This design comes from an exercise in tuning for small area and a short achievable clock period on the open sky130 flow, not from production work. The RTL was checked by simulation tests, not by an equivalence proof against the original design.

==> flow/design.v, too long to show whole: its modules and the start of the top module <==
// module mm_mult_arbiter: 3395 lines
module mm_mult_arbiter #(
  parameter int W_D        = 32,
  parameter int NUM_REQ    = 4,
  parameter int MULT_DEPTH = 6
) (
  input  logic                   CLK,
  input  logic                   RST_N,
  input  logic                   HOLD,
  input  logic [NUM_REQ-1:0]     REQ_VALID,
  input  logic [NUM_REQ-1:0]     REQ_LAST,
  input  logic [NUM_REQ*W_D-1:0] REQ_A,
  input  logic [NUM_REQ*W_D-1:0] REQ_B,
  output logic [NUM_REQ-1:0]     REQ_READY,
  output logic [NUM_REQ-1:0]     RSLT_VALID,
  output logic [2*W_D-1:0]       RSLT,
  output logic                   RSLT_LAST,
  output logic                   BUSY
);
  // ...
==> flow/flow/run.sh <==
#!/bin/bash
# Own flow: the standard layout (standard.sh) with three changes:
#  1. Yosys's generic "abc -fast" pre-mapping inside "synth -run fine:" is skipped (-noabc), so
#     extract_fa sees the adder tree as written and the full adders keep their polarity (no
#     inverters between them). The rest of the synthesis script, and so the register naming,
#     is the standard one.
#  2. The port buffers that buffer_ports puts on every input and output are buf_1 cells.
#  3. Timing repair aims at a setup slack of OWN_SETUP_MARGIN ns instead of config.mk's.
# Each tool's output goes to a log file in this folder (synth.log, layout.log).
set -euo pipefail
WORK=$(pwd)
OWN_SETUP_MARGIN=5.6

# synthesis script: synth_recipe.tcl, sourcing a copy of ORFS's synth.tcl with -noabc on the
# fine-grained synth call
sed 's/synth -top \$::env(DESIGN_NAME) -run fine: {\*}\$synth_full_args/synth -top $::env(DESIGN_NAME) -run fine: -noabc {*}$synth_full_args/' \
  "$FLOW_HOME/scripts/synth.tcl" > "$WORK/own_synth.tcl"
grep -q -- '-run fine: -noabc' "$WORK/own_synth.tcl"
sed "s#source \$::env(SCRIPTS_DIR)/synth.tcl#source $WORK/own_synth.tcl#" \
  "$WORK/synth_recipe.tcl" > "$WORK/own_synth_recipe.tcl"
grep -q "own_synth.tcl" "$WORK/own_synth_recipe.tcl"

# standard.sh with the synthesis script and the repair margin swapped
sed -e "s#SYNTH_SCRIPT=[^ ]*#SYNTH_SCRIPT=$WORK/own_synth_recipe.tcl#" \
    -e "s#SETUP_SLACK_MARGIN=[^ ]*#SETUP_SLACK_MARGIN=$OWN_SETUP_MARGIN#" \
    "$WORK/standard.sh" > "$WORK/own_standard.sh"
grep -q "own_synth_recipe.tcl" "$WORK/own_standard.sh"
grep -q "SETUP_SLACK_MARGIN=$OWN_SETUP_MARGIN" "$WORK/own_standard.sh"

bash "$WORK/own_standard.sh" synth > "$WORK/synth.log" 2>&1
bash "$WORK/own_standard.sh" "BUFFER_PORTS_ARGS=-buffer_cell sky130_fd_sc_hd__buf_1" finish > "$WORK/layout.log" 2>&1
==> flow/standard.sh <==
#!/bin/bash
# synth_recipe.tcl (not shown) runs the flow's synth.tcl, then flattens the netlist and writes it again
# the make line also repeats each setting of config.mk as NAME=value (left out here)
make -C /OpenROAD-flow-scripts/flow DESIGN_CONFIG=/design/flow/config.mk WORK_HOME=/design/flow/orfs CLKGATE_MAP_FILE= SYNTH_SCRIPT=/design/flow/synth_recipe.tcl "${@:-finish}"
==> flow/config.mk <==
export PLATFORM = sky130hd
export DESIGN_NAME = mm_mult_arbiter
export DESIGN_NICKNAME = mm_mult_arbiter
export VERILOG_FILES = /design/flow/design.v
export SDC_FILE = /design/flow/constraint.sdc
export NUM_CORES = 4
export LEC_CHECK = 0
export ABC_AREA = 1
export CAP_MARGIN = 20
export CORE_MARGIN = 2
export CORE_UTILIZATION = 55
export CTS_BUF_LIST = sky130_fd_sc_hd__clkbuf_4 sky130_fd_sc_hd__clkbuf_8
export CTS_CLUSTER_DIAMETER = 100
export CTS_CLUSTER_SIZE = 16
export SETUP_SLACK_MARGIN = 5
export SLEW_MARGIN = 20
==> flow/constraint.sdc <==
create_clock -name core_clock -period 10.0 [get_ports {CLK}]
set_input_delay 2.0000 -clock core_clock [delete_from_list [all_inputs] [get_ports {CLK}]]
set_output_delay 2.0000 -clock core_clock [all_outputs]
set_load 0.01 [all_outputs]
==> flow_metrics.env, run 1 <==
export IMPL_dp_hpwl_um=72200
export IMPL_yosysTopAreaCellShare_pct=34.1
export IMPL_synth_top_family_by_area="adder cells"
export IMPL_ioPinCount=341
export IMPL_yosys_area_share_adder_pct=30.4
export IMPL_path_class="in -> out"
export IMPL_multi_input_combinational_area_share_pct=57.1
export IMPL_maximum_number_of_pins_on_one_net_before_global_route_repair=68
export IMPL_synth_top_cell_by_area="sky130_fd_sc_hd__dfxtp_1"
export IMPL_crit_buf_inv=2
export IMPL_yosys_cell_count_top_type="sky130_fd_sc_hd__dfxtp_1"
export IMPL_yosys_warnings=4
export IMPL_synth_compound_area_share_pct=11.5
export IMPL_globalRouteMet3Util_pct=7.55
export IMPL_synth_cell_type_count=46
export IMPL_timing_fmax_ghz=0.211
export IMPL_taps=873
export IMPL_status="complete, no violations"
export IMPL_synth_net_count=4288
export IMPL_fp_dieArea_um2=70300
export IMPL_detail_route_wirelength_um=112000
export IMPL_synth_area_mux_share_pct=0
export IMPL_drt_pre_antenna_iters=7
export IMPL_groute_layer_met2_usage_pct=52.7
export IMPL_dp_cells=4371
export IMPL_drt_iter0_drc=3013
export IMPL_clkLatencyLatePin_ns=0.68
export IMPL_clock_tree_root_cell="sky130_fd_sc_hd__clkbuf_8"
export IMPL_first_pass_grt_wire_length_um=172000
export IMPL_fillCellCount=5689
export IMPL_final_net_count=4432
==> run 2, diff against run 1 <==
--- a/flow/config.mk
+++ b/flow/config.mk
@@ -5,7 +5,6 @@
 export SDC_FILE = /design/flow/constraint.sdc
 export NUM_CORES = 4
 export LEC_CHECK = 0
-export ABC_AREA = 1
 export CAP_MARGIN = 20
 export CORE_MARGIN = 2
 export CORE_UTILIZATION = 55
==> flow_metrics.env, run 2 <==
export IMPL_synth_top_cell_by_area="sky130_fd_sc_hd__dfxtp_1"
export IMPL_final_hold_viol_count=0
export IMPL_reg_top3="prod (384), s1 (127), a_nr (32)"
export IMPL_synth_net_count=4120
export IMPL_yosys_cell_count_top_type="sky130_fd_sc_hd__dfxtp_1"
export IMPL_postRouteAntennaNets=0
export IMPL_first_pass_grt_wire_length_um=177000
export IMPL_mapped_cells=3242
export IMPL_most_common_layout_cells="562 x sky130_fd_sc_hd__dfxtp_1, 524 x sky130_fd_sc_hd__xor2_1, 501 x sky130_fd_sc_hd__fa_1, 496 x sky130_fd_sc_hd__o22ai_1, 325 x sky130_fd_sc_hd__buf_1"
export IMPL_cts_buffers=47
export IMPL_yosys_warnings=4
export IMPL_antenna_found_initial=5
export IMPL_critPathLaunchType="input pin"
export IMPL_routabilityCongestion=0.968
export IMPL_grt_total_usage_pct=33.3
export IMPL_die_height_um=265
export IMPL_path_class="in -> out"
export IMPL_ctsHtreeMaxLevel=2
export IMPL_drcViolationCount=0
export IMPL_layout_min_cycle_time_ns=4.69
export IMPL_drt_iter0_drc=3039
export IMPL_dp_hpwl_um=76000
export IMPL_part_of_the_yosys_area_used_for_sequential_elements_pct=34.2
export IMPL_die_w_um=265
export IMPL_synth_enable_flop_cells=0
export IMPL_final_net_count=4255
export IMPL_path_clk_slew_ns=0.10
export IMPL_detail_route_wirelength_um=117000
export IMPL_postLayoutCellArea_um2=40200
export IMPL_yosysTopAreaCellShare_pct=34.2
export IMPL_area_growth_synth_to_final_pct=7.43
export IMPL_synth_cell_type_count=57
export IMPL_cap_violations=0
export IMPL_initial_core_util_pct=55.6
export IMPL_synthesis_area_um2=37400
export IMPL_cts_tree="yes"
export IMPL_synth_seq_cells=640
export IMPL_synthesis_area_per_instance_um2=11.5
export IMPL_finalCoreUtilization_pct=59.8
export IMPL_cts_num_sinks=640
export IMPL_clk_path_buf_depth=3
export IMPL_seqCellArea_um2=12900
export IMPL_io_buffers=340
export IMPL_ioPinCount=341
export IMPL_drt_vias_per_instance=6.37
export IMPL_clkLatencyLatePin_ns=0.70
export IMPL_drive_gt1_share_pct=8.13
export IMPL_wl_per_cell_um=27.3
export IMPL_dominantRegCellSynth="sky130_fd_sc_hd__dfxtp_1"
export IMPL_dp_cells=4196
export IMPL_critPathArrivalTime_ns=2.69
export IMPL_fp_dieArea_um2=70200
export IMPL_placed_area_um2=39200
export IMPL_tightest_slew_ns=1.18
export IMPL_crit_required_ns=8.00
export IMPL_max_flop_register="prod"
export IMPL_remaining_max_slew_budget_at_the_tightest_pin_pct=21.5
export IMPL_status="complete, no violations"
export IMPL_grt_pass1_vias=29327
export IMPL_post_layout_nonfiller_instances=4262
export IMPL_final_setup_skew_ns=0.0378
export IMPL_maximum_number_of_pins_on_one_net_before_global_route_repair=48
export IMPL_clock_tree_root_cell="sky130_fd_sc_hd__clkbuf_8"
export IMPL_asyncSetResetFlopFracSynth_pct=0
export IMPL_fp_coreArea_um2=67300
export IMPL_multi_input_comb_area_um2=23200
export IMPL_via_count=27144
export IMPL_globalRoute_totalOverflow=0
export IMPL_finalSetupViolCount=0
export IMPL_fillCellCount=5621
export IMPL_sum_neg_setup_slack_ns=0
export IMPL_largest_register_ffs=384
export IMPL_setup_worst_path_end_class="output pin"
export IMPL_report_final_slew_viol_count=0
export IMPL_placement_rows=95
export IMPL_worst_path_max_fanout=4
export IMPL_netlist_top_cells_area="sky130_fd_sc_hd__dfxtp_1 34%, sky130_fd_sc_hd__fa_1 27%, sky130_fd_sc_hd__xor2_1 12%"
export IMPL_final_period_utilization_pct=46.9
export IMPL_mostFrequentLayoutCell="sky130_fd_sc_hd__dfxtp_1"
export IMPL_synthTopCellsByCount="640 x sky130_fd_sc_hd__dfxtp_1, 524 x sky130_fd_sc_hd__xor2_1, 501 x sky130_fd_sc_hd__fa_1"
export IMPL_setup_repair_after_global_routing_missed_its_margin="yes"
export IMPL_drt_pre_antenna_iters=5
export IMPL_min_path_type="reg -> reg"
export IMPL_timing_fmax_ghz=0.213
## run 2: cell count changes after synthesis, sizes merged, moves of 47 or more
cell / change
nand2: -215
inv: -79
nor2: -64
o21ai: +58
nor2b: +51
nand3: -47
## run 2: timing repair
action,4_1_cts,5_1_grt
setup buffers,5,0
endpoints found under the hold margin,0,0
setup endpoints to repair,16,60
cloned,0,0
pin swaps,11,8
resized for setup,44,21
hold buffers,0,0
## run 2: cell type report
| cell class | count | share of cell area, % |
|---|---|---|
| sequential | 640 | 32.2 |
| multi-input combinational | 2202 | 57.7 |
| clock buffer | 49 | 1.68 |
| tap | 873 | 2.72 |
| inverter | 68 | 0.654 |
| timing repair buffer | 418 | 4.89 |
| antenna | 5 | 0.0311 |
| clock inverter | 7 | 0.174 |
## run 2: through the flow
step                      hold WS, ns  worst slack, ns
after floorplan                 0.310             5.44
after global placement          0.310             4.84
after detailed placement        0.312             4.79
after CTS                       0.327             5.31
after global routing            0.322             5.24
final                           0.320             5.31
## run 2: worst max-delay path, stage by stage
cell	delay [ns]
sky130_fd_sc_hd__buf_12	0.11
sky130_fd_sc_hd__a22oi_2	0.19
sky130_fd_sc_hd__a41oi_2	0.13
sky130_fd_sc_hd__nor2_1	0.13
sky130_fd_sc_hd__buf_2	0.14
## run 2: cells by family after synthesis
family / after synthesis / synth area share, %
compound gates: 760 / 13.8
xor+xnor: 576 / 13.5
fa+ha+maj: 611 / 30.5
buf+inv: 400 / 4.14
flops: 640 / 34.2
mux: 15 / 0.401
simple gates: 240 / 3.48
## run 2: worst paths after layout
check | from | end | slack [ns] | depth (start not counted)
setup / recovery | REQ_VALID[0] | REQ_READY[2] | 5.31 | 5
hold reg to reg | prod[0][21] | prod[1][21] | 0.32 | 0
setup reg to reg | a_nr[18] | s1[66] | 5.65 | 9
hold / removal | prod[0][21] | prod[1][21] | 0.32 | 0
## run 2: layer usage
layer	track usage, %	up-vias	share of wire, %
met5	0	-	0
met4	16.6	0	5.5
li1	-	11351	-
met2	52.1	1837	46
met3	8.62	420	11
met1	43.0	13536	38

==> what the ideal ports hide <==
No port has a modelled driver above. Below, the same layouts with a new extraction and two added sets of constraints.
Step 1 sets driving cells, clkbuf_16 on the clock port and buf_2 on the other inputs (assumed; they add their load-dependent delay and slew).
Step 2, shift: input delay + t, output delay - t, t = (earliest + latest rising clock arrival at the registers) / 2. This alone moves slack from input paths to output paths.
Slacks: ideal / step 1 / step 2; pairs: ideal / step 1.
| run | shift t [ns] | setup WS [ns] | worst register clock-pin slew, ns | worst data-port slew with drivers (ns) | cell pins on the clock port's net |
|---|---|---|---|---|---|
| run 1 | 0.732 | 5.250 / 5.204 / 5.204 | 0.10 / 0.10 | 0.09 | 1 |
| run 2 | 0.744 | 5.307 / 5.249 / 5.249 | 0.11 / 0.11 | 0.11 | 1 |
After both steps setup and hold are still met in every run listed. The setup slack of run 2, which loses most, moves by -0.058 ns with the drivers and by -0.058 ns with both steps.
